Background: an optimization exercise with open tools, aiming at small area and a short achievable clock period. Do not read the settings as production practice.
Only simulation tests tie the RTL to the original design; equivalence was not proved.

==> try-delta: inputs <==
==> flow/design.v <==
module spi_ram #(
  parameter int MEM_DEPTH = 256,
  parameter int ADDR_SIZE = 8,
  parameter int TX_CYCLES = 8
) (
  input  logic       clk,
  input  logic       rst_n,
  input  logic [9:0] din,
  input  logic       rx_valid,
  output logic [7:0] dout,
  output logic       tx_valid,
  output logic       err
);
  localparam int DATA_W = 8;
  localparam int CNT_W  = (TX_CYCLES > 1) ? $clog2(TX_CYCLES) : 1;
  localparam logic [CNT_W-1:0] CNT_LOAD = CNT_W'(TX_CYCLES - 1);
  localparam int NPAIR  = MEM_DEPTH / 2;
  localparam int LO_W   = 5;                        
  localparam int GRP    = 1 << LO_W;                
  localparam int NGRP   = MEM_DEPTH / GRP;          
  localparam int PLO_W  = 3;                        
  localparam int NPLO   = 1 << PLO_W;
  localparam int NPHI   = NPAIR / NPLO;
  logic [DATA_W-1:0]    slot_a [NPAIR];
  logic [DATA_W-1:0]    slot_b [NPAIR];
  logic [1:0]           ring_cnt, ring_cnt_n;
  logic                 ph;
  logic                 wp, wp_dup, wp_n, wp_dup_n;  
  logic [ADDR_SIZE-1:0] wp_addr, wp_addr_n;
  logic [DATA_W-1:0]    wp_data, wp_data_n;
  logic                 wp_land, wp_land_dup;       
  logic [DATA_W-1:0]    wp_ins;                     
  logic [NPLO-1:0]      land_lo, land_lo_n;         
  logic [NPHI-1:0]      land_hi, land_hi_n;         
  logic [NPAIR-1:0]     land_sel, land_seln;
  logic [DATA_W-1:0]    rd_stage [NGRP];
  logic [NGRP-1:0]      grp_sel;                    
  logic                 rd_byp, rd_pol;
  logic [DATA_W-1:0]    rd_word;
  logic                 rx_valid_d;
  logic [ADDR_SIZE-1:0] wr_addr, rd_addr;
  logic                 wr_addr_vld, rd_addr_vld;
  logic [CNT_W-1:0]     cnt;
  logic                 accept, wr_ok, rd_ok, rd_bad, wr_bad;
  logic [1:0]           cmd;
  always_comb begin
    rd_word = '0;
    for (int g = 0; g < NGRP; g++)
      rd_word |= rd_stage[g] & {DATA_W{grp_sel[g]}};
    rd_word = (rd_word ^ {DATA_W{rd_pol}}) | (wp_data & {DATA_W{rd_byp}});
  end
  assign accept = rx_valid & ~rx_valid_d;
  assign cmd    = din[9:8];
  assign wr_ok  = accept && (cmd == 2'b01) && wr_addr_vld;
  assign wr_bad = accept && (cmd == 2'b01) && !wr_addr_vld;
  assign rd_ok  = accept && (cmd == 2'b11) && rd_addr_vld && !tx_valid;
  assign rd_bad = accept && (cmd == 2'b11) && (!rd_addr_vld || tx_valid);
  always_ff @(posedge clk or negedge rst_n) begin
    if (!rst_n) begin
      rx_valid_d   <= 1'b0;
      tx_valid     <= 1'b0;
      err          <= 1'b0;
      dout         <= '0;
      wr_addr_vld  <= 1'b0;
      rd_addr_vld  <= 1'b0;
    end else begin
      rx_valid_d   <= rx_valid;
      err          <= wr_bad | rd_bad;
      if (rd_ok)
        tx_valid <= 1'b1;
      else if (cnt == '0)
        tx_valid <= 1'b0;
      if (accept && cmd == 2'b00)
        wr_addr_vld <= 1'b1;
      if (accept && cmd == 2'b10)
        rd_addr_vld <= 1'b1;
      if (rd_ok)
        dout <= rd_word;
    end
  end
  always_ff @(posedge clk) begin
    if (accept && cmd == 2'b00)
      wr_addr <= din[ADDR_SIZE-1:0];
    if (accept && cmd == 2'b10)
      rd_addr <= din[ADDR_SIZE-1:0];
    if (rd_ok)
      cnt <= CNT_LOAD;
    else if (cnt != '0)
      cnt <= cnt - CNT_W'(1);
  end
  assign ph          = ring_cnt[0];
  assign wp_land     = wp && (wp_addr[0] != ph);
  assign wp_land_dup = wp_dup && (wp_addr[0] != ph);
  assign ring_cnt_n  = ring_cnt + 2'd1;
  assign wp_n        = wr_ok | (wp & ~wp_land);
  assign wp_dup_n    = wr_ok | (wp_dup & ~wp_land_dup);
  assign wp_addr_n   = wr_ok ? wr_addr : wp_addr;
  assign wp_data_n   = wr_ok ? din[DATA_W-1:0] : wp_data;
  always_comb
    for (int p = 0; p < NPAIR; p++) begin
      land_sel[p]  =   land_lo[p % NPLO]     && land_hi[p / NPLO];
      land_seln[p] =   land_lo_n[p % NPLO]   || land_hi_n[p / NPLO];
    end
  always_ff @(posedge clk) begin
    ring_cnt <= ring_cnt_n;
    wp       <= wp_n;
    wp_dup   <= wp_dup_n;
    wp_addr  <= wp_addr_n;
    wp_data  <= wp_data_n;
    for (int j = 0; j < NPLO; j++) begin
      land_lo[j]     <= wp_n     && (wp_addr_n[0] != ring_cnt_n[0]) &&
                        wp_addr_n[PLO_W:1] == PLO_W'(j);
      land_lo_n[j]   <= !(wp_dup_n && (wp_addr_n[0] != ring_cnt_n[0]) &&
                          wp_addr_n[PLO_W:1] == PLO_W'(j));
    end
    for (int i = 0; i < NPHI; i++) begin
      land_hi[i]   <= wp_addr_n[ADDR_SIZE-1:PLO_W+1] == (ADDR_SIZE-PLO_W-1)'(i);
      land_hi_n[i] <= wp_addr_n[ADDR_SIZE-1:PLO_W+1] != (ADDR_SIZE-PLO_W-1)'(i);
    end
    wp_ins <= ~wp_data_n ^ {DATA_W{ring_cnt_n[1] ^ ring_cnt_n[0] ^ wp_addr_n[0]}};
    for (int p = 0; p < NPAIR; p++) begin
      slot_b[p] <= slot_a[p];
      for (int b = 0; b < DATA_W; b++)
        slot_a[p][b] <= ~((slot_b[p][b] | land_sel[p]) & (land_seln[p] | wp_ins[b]));
    end
  end
  logic [ADDR_SIZE-1:0] rd_addr_n;
  logic [GRP/8-1:0]     pos_hi_n;
  logic [7:0]           pos_lo_n;
  logic [GRP-1:0]       lo_seln;
  assign rd_addr_n = (accept && cmd == 2'b10) ? din[ADDR_SIZE-1:0] : rd_addr;
  always_ff @(posedge clk) begin
    for (int j = 0; j < 8; j++)
      pos_lo_n[j] <= {rd_addr_n[2:1], rd_addr_n[0] ^ ring_cnt_n[0]} != 3'(j);
    for (int j = 0; j < GRP/8; j++)
      pos_hi_n[j] <= rd_addr_n[LO_W-1:3] != (LO_W-3)'(j);
  end
  always_comb
    for (int j = 0; j < GRP; j++)
      lo_seln[j] = pos_hi_n[j / 8] | pos_lo_n[j % 8];
  always_ff @(posedge clk) begin
    logic byp;
    byp = wp && (wp_addr == rd_addr);
    rd_byp <= byp;
    rd_pol <= !byp && (ring_cnt[1] ^ (rd_addr[0] & ring_cnt[0]));
    for (int g = 0; g < NGRP; g++)
      grp_sel[g] <= !byp && rd_addr[ADDR_SIZE-1:LO_W] == (ADDR_SIZE-LO_W)'(g);
    for (int g = 0; g < NGRP; g++)
      for (int b = 0; b < DATA_W; b++) begin
        logic acc;
        acc = 1'b1;
        for (int j = 0; j < GRP; j++)
          acc &= (j[0] ? slot_b[g*GRP/2 + j/2][b] : slot_a[g*GRP/2 + j/2][b]) | lo_seln[j];
        rd_stage[g][b] <= acc;
      end
  end
endmodule
==> flow/run.sh <==
#!/bin/bash
# synth_recipe.tcl (not shown) runs the flow's synth.tcl, then flattens the netlist and writes it again
# the make line also repeats each setting of config.mk as NAME=value (left out here)
make -C /OpenROAD-flow-scripts/flow DESIGN_CONFIG=/design/flow/config.mk WORK_HOME=/design/flow/orfs CLKGATE_MAP_FILE= SYNTH_SCRIPT=/design/flow/synth_recipe.tcl finish
==> flow/config.mk <==
export PLATFORM = sky130hd
export DESIGN_NAME = spi_ram
export DESIGN_NICKNAME = spi_ram
export VERILOG_FILES = /design/flow/design.v
export SDC_FILE = /design/flow/constraint.sdc
export NUM_CORES = 4
export LEC_CHECK = 0
export CAP_MARGIN = 20
export CORE_MARGIN = 2
export CORE_UTILIZATION = 40
export CTS_CLUSTER_DIAMETER = 60
export CTS_CLUSTER_SIZE = 24
export SETUP_SLACK_MARGIN = 2.2
export SLEW_MARGIN = 20
export TNS_END_PERCENT = 0
==> flow/constraint.sdc <==
create_clock -name core_clock -period 4.5 [get_ports {clk}]
set_input_delay 0.9000 -clock core_clock [delete_from_list [all_inputs] [get_ports {clk}]]
set_output_delay 0.9000 -clock core_clock [all_outputs]
set_load 0.01 [all_outputs]
==> try-sierra: changes against try-delta <==
Settings changed: CORE_UTILIZATION 40 to 58.
==> try-amber: changes against try-delta <==
==> flow/design.v (replaced) <==
module spi_ram #(
  parameter int MEM_DEPTH = 256,
  parameter int ADDR_SIZE = 8,
  parameter int TX_CYCLES = 8
) (
  input  logic       clk,
  input  logic       rst_n,
  input  logic [9:0] din,
  input  logic       rx_valid,
  output logic [7:0] dout,
  output logic       tx_valid,
  output logic       err
);
  localparam int DATA_W = 8;
  localparam int CNT_W  = (TX_CYCLES > 1) ? $clog2(TX_CYCLES) : 1;
  localparam logic [CNT_W-1:0] CNT_LOAD = CNT_W'(TX_CYCLES - 1);
  localparam int NPAIR  = MEM_DEPTH / 2;
  localparam int LO_W   = 5;                        
  localparam int GRP    = 1 << LO_W;                
  localparam int NGRP   = MEM_DEPTH / GRP;          
  logic [DATA_W-1:0]    slot_a [NPAIR];
  logic [DATA_W-1:0]    slot_b [NPAIR];
  logic [1:0]           ring_cnt;
  logic                 ph;
  logic                 wp, wp_dup;                 
  logic [ADDR_SIZE-1:0] wp_addr;
  logic [DATA_W-1:0]    wp_data;
  logic                 wp_land, wp_land_dup;       
  logic [DATA_W-1:0]    wp_ins;                     
  logic [NPAIR-1:0]     land_sel, land_seln;
  logic [DATA_W-1:0]    rd_stage [NGRP];
  logic                 rd_byp, rd_pol;
  logic                 rx_valid_d;
  logic [ADDR_SIZE-1:0] wr_addr, rd_addr;
  logic                 wr_addr_vld, rd_addr_vld;
  logic [CNT_W-1:0]     cnt;
  logic                 accept, wr_ok, rd_ok, rd_bad, wr_bad;
  logic [1:0]           cmd;
  assign accept = rx_valid & ~rx_valid_d;
  assign cmd    = din[9:8];
  assign wr_ok  = accept && (cmd == 2'b01) && wr_addr_vld;
  assign wr_bad = accept && (cmd == 2'b01) && !wr_addr_vld;
  assign rd_ok  = accept && (cmd == 2'b11) && rd_addr_vld && !tx_valid;
  assign rd_bad = accept && (cmd == 2'b11) && (!rd_addr_vld || tx_valid);
  always_ff @(posedge clk or negedge rst_n) begin
    if (!rst_n) begin
      rx_valid_d   <= 1'b0;
      tx_valid     <= 1'b0;
      err          <= 1'b0;
      dout         <= '0;
      wr_addr_vld  <= 1'b0;
      rd_addr_vld  <= 1'b0;
    end else begin
      rx_valid_d   <= rx_valid;
      err          <= wr_bad | rd_bad;
      if (rd_ok)
        tx_valid <= 1'b1;
      else if (cnt == '0)
        tx_valid <= 1'b0;
      if (accept && cmd == 2'b00)
        wr_addr_vld <= 1'b1;
      if (accept && cmd == 2'b10)
        rd_addr_vld <= 1'b1;
      if (rd_ok)
        dout <= rd_byp ? wp_data : (rd_stage[rd_addr[ADDR_SIZE-1:LO_W]] ^ {DATA_W{rd_pol}});
    end
  end
  always_ff @(posedge clk) begin
    if (accept && cmd == 2'b00)
      wr_addr <= din[ADDR_SIZE-1:0];
    if (accept && cmd == 2'b10)
      rd_addr <= din[ADDR_SIZE-1:0];
    if (rd_ok)
      cnt <= CNT_LOAD;
    else if (cnt != '0)
      cnt <= cnt - CNT_W'(1);
  end
  assign ph          = ring_cnt[0];
  assign wp_land     = wp && (wp_addr[0] != ph);
  assign wp_land_dup = wp_dup && (wp_addr[0] != ph);
  assign wp_ins      = ~wp_data ^ {DATA_W{ring_cnt[1] ^ ring_cnt[0] ^ wp_addr[0]}};
  always_comb
    for (int p = 0; p < NPAIR; p++) begin
      land_sel[p]  =   wp_land     && wp_addr[ADDR_SIZE-1:1] == (ADDR_SIZE-1)'(p);
      land_seln[p] = !(wp_land_dup && wp_addr[ADDR_SIZE-1:1] == (ADDR_SIZE-1)'(p));
    end
  always_ff @(posedge clk) begin
    ring_cnt <= ring_cnt + 2'd1;
    wp       <= wr_ok | (wp & ~wp_land);
    wp_dup   <= wr_ok | (wp_dup & ~wp_land_dup);
    if (wr_ok) begin
      wp_addr <= wr_addr;
      wp_data <= din[DATA_W-1:0];
    end
    for (int p = 0; p < NPAIR; p++) begin
      slot_b[p] <= slot_a[p];
      for (int b = 0; b < DATA_W; b++)
        slot_a[p][b] <= ~((slot_b[p][b] | land_sel[p]) & (land_seln[p] | wp_ins[b]));
    end
  end
  logic [ADDR_SIZE-1:0] rd_pos;
  assign rd_pos = {rd_addr[ADDR_SIZE-1:1], rd_addr[0] ^ ph};
  logic [GRP-1:0] lo_sel;
  always_comb
    for (int j = 0; j < GRP; j++)
      lo_sel[j] = (rd_pos[LO_W-1:0] == LO_W'(j));
  always_ff @(posedge clk) begin
    rd_byp <= wp && (wp_addr == rd_addr);
    rd_pol <= ring_cnt[1] ^ (rd_addr[0] & ring_cnt[0]);
    for (int g = 0; g < NGRP; g++)
      for (int b = 0; b < DATA_W; b++) begin
        logic acc;
        acc = 1'b1;
        for (int j = 0; j < GRP; j++)
          acc &= (j[0] ? slot_b[g*GRP/2 + j/2][b] : slot_a[g*GRP/2 + j/2][b]) | ~lo_sel[j];
        rd_stage[g][b] <= acc;
      end
  end
endmodule
Settings changed: CTS_CLUSTER_DIAMETER 60 to 80, CTS_CLUSTER_SIZE 24 to 30.
==> try-onyx: changes against try-delta <==
==> flow/design.v (replaced) <==
module spi_ram #(
  parameter int MEM_DEPTH = 256,
  parameter int ADDR_SIZE = 8,
  parameter int TX_CYCLES = 8
) (
  input  logic       clk,
  input  logic       rst_n,
  input  logic [9:0] din,
  input  logic       rx_valid,
  output logic [7:0] dout,
  output logic       tx_valid,
  output logic       err
);
  localparam int DATA_W = 8;
  localparam int CNT_W  = (TX_CYCLES > 1) ? $clog2(TX_CYCLES) : 1;
  localparam logic [CNT_W-1:0] CNT_LOAD = CNT_W'(TX_CYCLES - 1);
  localparam int NPAIR  = MEM_DEPTH / 2;
  localparam int LO_W   = 5;                        
  localparam int GRP    = 1 << LO_W;                
  localparam int NGRP   = MEM_DEPTH / GRP;          
  logic [DATA_W-1:0]    slot_a [NPAIR];
  logic [DATA_W-1:0]    slot_b [NPAIR];
  logic [1:0]           ring_cnt;
  logic                 ph;
  logic                 wp, wp_dup;                 
  logic [ADDR_SIZE-1:0] wp_addr;
  logic [DATA_W-1:0]    wp_data;
  logic                 wp_land, wp_land_dup;       
  logic [DATA_W-1:0]    wp_ins;                     
  logic [NPAIR-1:0]     land_sel, land_seln;
  logic [DATA_W-1:0]    rd_stage [NGRP];
  logic                 rd_byp, rd_pol;
  logic                 rx_valid_d;
  logic [ADDR_SIZE-1:0] wr_addr, rd_addr;
  logic                 wr_addr_vld, rd_addr_vld;
  logic [CNT_W-1:0]     cnt;
  logic                 accept, wr_ok, rd_ok, rd_bad, wr_bad;
  logic [1:0]           cmd;
  assign accept = rx_valid & ~rx_valid_d;
  assign cmd    = din[9:8];
  assign wr_ok  = accept && (cmd == 2'b01) && wr_addr_vld;
  assign wr_bad = accept && (cmd == 2'b01) && !wr_addr_vld;
  assign rd_ok  = accept && (cmd == 2'b11) && rd_addr_vld && !tx_valid;
  assign rd_bad = accept && (cmd == 2'b11) && (!rd_addr_vld || tx_valid);
  always_ff @(posedge clk or negedge rst_n) begin
    if (!rst_n) begin
      rx_valid_d   <= 1'b0;
      tx_valid     <= 1'b0;
      err          <= 1'b0;
      dout         <= '0;
      wr_addr_vld  <= 1'b0;
      rd_addr_vld  <= 1'b0;
    end else begin
      rx_valid_d   <= rx_valid;
      err          <= wr_bad | rd_bad;
      if (rd_ok)
        tx_valid <= 1'b1;
      else if (cnt == '0)
        tx_valid <= 1'b0;
      if (accept && cmd == 2'b00)
        wr_addr_vld <= 1'b1;
      if (accept && cmd == 2'b10)
        rd_addr_vld <= 1'b1;
      if (rd_ok)
        dout <= rd_byp ? wp_data : (rd_stage[rd_addr[ADDR_SIZE-1:LO_W]] ^ {DATA_W{rd_pol}});
    end
  end
  always_ff @(posedge clk) begin
    if (accept && cmd == 2'b00)
      wr_addr <= din[ADDR_SIZE-1:0];
    if (accept && cmd == 2'b10)
      rd_addr <= din[ADDR_SIZE-1:0];
    if (rd_ok)
      cnt <= CNT_LOAD;
    else if (cnt != '0)
      cnt <= cnt - CNT_W'(1);
  end
  assign ph          = ring_cnt[0];
  assign wp_land     = wp && (wp_addr[0] != ph);
  assign wp_land_dup = wp_dup && (wp_addr[0] != ph);
  assign wp_ins      = ~wp_data ^ {DATA_W{ring_cnt[1] ^ ring_cnt[0] ^ wp_addr[0]}};
  always_comb
    for (int p = 0; p < NPAIR; p++) begin
      land_sel[p]  =   wp_land     && wp_addr[ADDR_SIZE-1:1] == (ADDR_SIZE-1)'(p);
      land_seln[p] = !(wp_land_dup && wp_addr[ADDR_SIZE-1:1] == (ADDR_SIZE-1)'(p));
    end
  always_ff @(posedge clk) begin
    ring_cnt <= ring_cnt + 2'd1;
    wp       <= wr_ok | (wp & ~wp_land);
    wp_dup   <= wr_ok | (wp_dup & ~wp_land_dup);
    if (wr_ok) begin
      wp_addr <= wr_addr;
      wp_data <= din[DATA_W-1:0];
    end
    for (int p = 0; p < NPAIR; p++) begin
      slot_b[p] <= slot_a[p];
      for (int b = 0; b < DATA_W; b++)
        slot_a[p][b] <= ~((slot_b[p][b] | land_sel[p]) & (land_seln[p] | wp_ins[b]));
    end
  end
  logic [ADDR_SIZE-1:0] rd_pos;
  assign rd_pos = {rd_addr[ADDR_SIZE-1:1], rd_addr[0] ^ ph};
  logic [GRP-1:0] lo_sel;
  always_comb
    for (int j = 0; j < GRP; j++)
      lo_sel[j] = (rd_pos[LO_W-1:0] == LO_W'(j));
  always_ff @(posedge clk) begin
    rd_byp <= wp && (wp_addr == rd_addr);
    rd_pol <= ring_cnt[1] ^ (rd_addr[0] & ring_cnt[0]);
    for (int g = 0; g < NGRP; g++)
      for (int b = 0; b < DATA_W; b++) begin
        logic acc;
        acc = 1'b1;
        for (int j = 0; j < GRP; j++)
          acc &= (j[0] ? slot_b[g*GRP/2 + j/2][b] : slot_a[g*GRP/2 + j/2][b]) | ~lo_sel[j];
        rd_stage[g][b] <= acc;
      end
  end
endmodule
Settings changed: CTS_CLUSTER_DIAMETER 60 to default, CTS_CLUSTER_SIZE 24 to default.
==> results.toml <==
[power_and_ir_drop]
p_total_mw = 54.9

[placement]
dp_cells = 7381

[routing]
firstDrtPassIters = 7

[worst_setup_path]
path_max_fanout = 22

[synth]
synthArstFlopShare = 0.00580

[floorplan]
fp-row-count = 126

[layout]
clock_buffers = 172

[outcome]
status = "complete, no violations"
[end of results for try-sierra]
==> results.toml <==
[layout]
clock_buffers = 155

[placement]
dp_cells = 8145

[power_and_ir_drop]
p_total_mw = 53.8

[sta]
rsz0062_at_grt = "yes"
finalSetupViolations = 0

[outcome]
status = "complete, no violations"

[routing]
firstDrtPassIters = 8

[worst_setup_path]
path_max_fanout = 28

[floorplan]
fp-row-count = 152
[end of results for try-delta]
==> results.toml <==
[synth]
synthArstFlopShare = 0.00600

[worst_setup_path]
path_max_fanout = 6

[outcome]
status = "complete, no violations"

[routing]
firstDrtPassIters = 14

[floorplan]
fp-row-count = 146

[power_and_ir_drop]
p_total_mw = 37.6
[end of results for try-onyx]
==> results.toml <==
[layout]
clock_buffers = 100

[synth]
syn_inst = 5620

[routing]
firstDrtPassIters = 9

[floorplan]
fp-row-count = 146

[placement]
dp_cells = 7585

[power_and_ir_drop]
p_total_mw = 30.5

[worst_setup_path]
path_max_fanout = 11

[outcome]
status = "complete, no violations"
[end of results for try-amber]

[afterwards: timing with drivers on the ports]
The results above use ideal ports. As a check the final layouts listed here were re-extracted and re-timed, cells and wires unchanged. Step 1 (the two cells are an assumption about what drives the block):
set clk [get_ports {clk}]
set_driving_cell -lib_cell sky130_fd_sc_hd__clkbuf_16 $clk
set_driving_cell -lib_cell sky130_fd_sc_hd__buf_2 [delete_from_list [all_inputs] $clk]
Step 2 also shifts input and output timing later by t, the mid clock arrival at the registers, as if the neighbouring blocks saw the same clock. a / b / c = ideal ports / drivers / drivers and shift; a / b = the first two.
run | t, ns | setup slack, ns | worst register clock-pin slew, ns
try-delta | 0.899 | 1.845 / 1.845 / 1.290 | 0.10 / 0.10
try-sierra | 0.858 | 1.835 / 1.835 / 1.294 | 0.10 / 0.10
try-amber | 0.850 | 1.768 / 1.768 / 1.319 | 0.12 / 0.12
try-onyx | 0.960 | 1.611 / 1.611 / 1.328 | 0.07 / 0.07
After both steps setup and hold are still met in every run listed. The setup slack of try-delta, which loses most, moves by 0.000 ns with the drivers and by -0.555 ns with both steps.
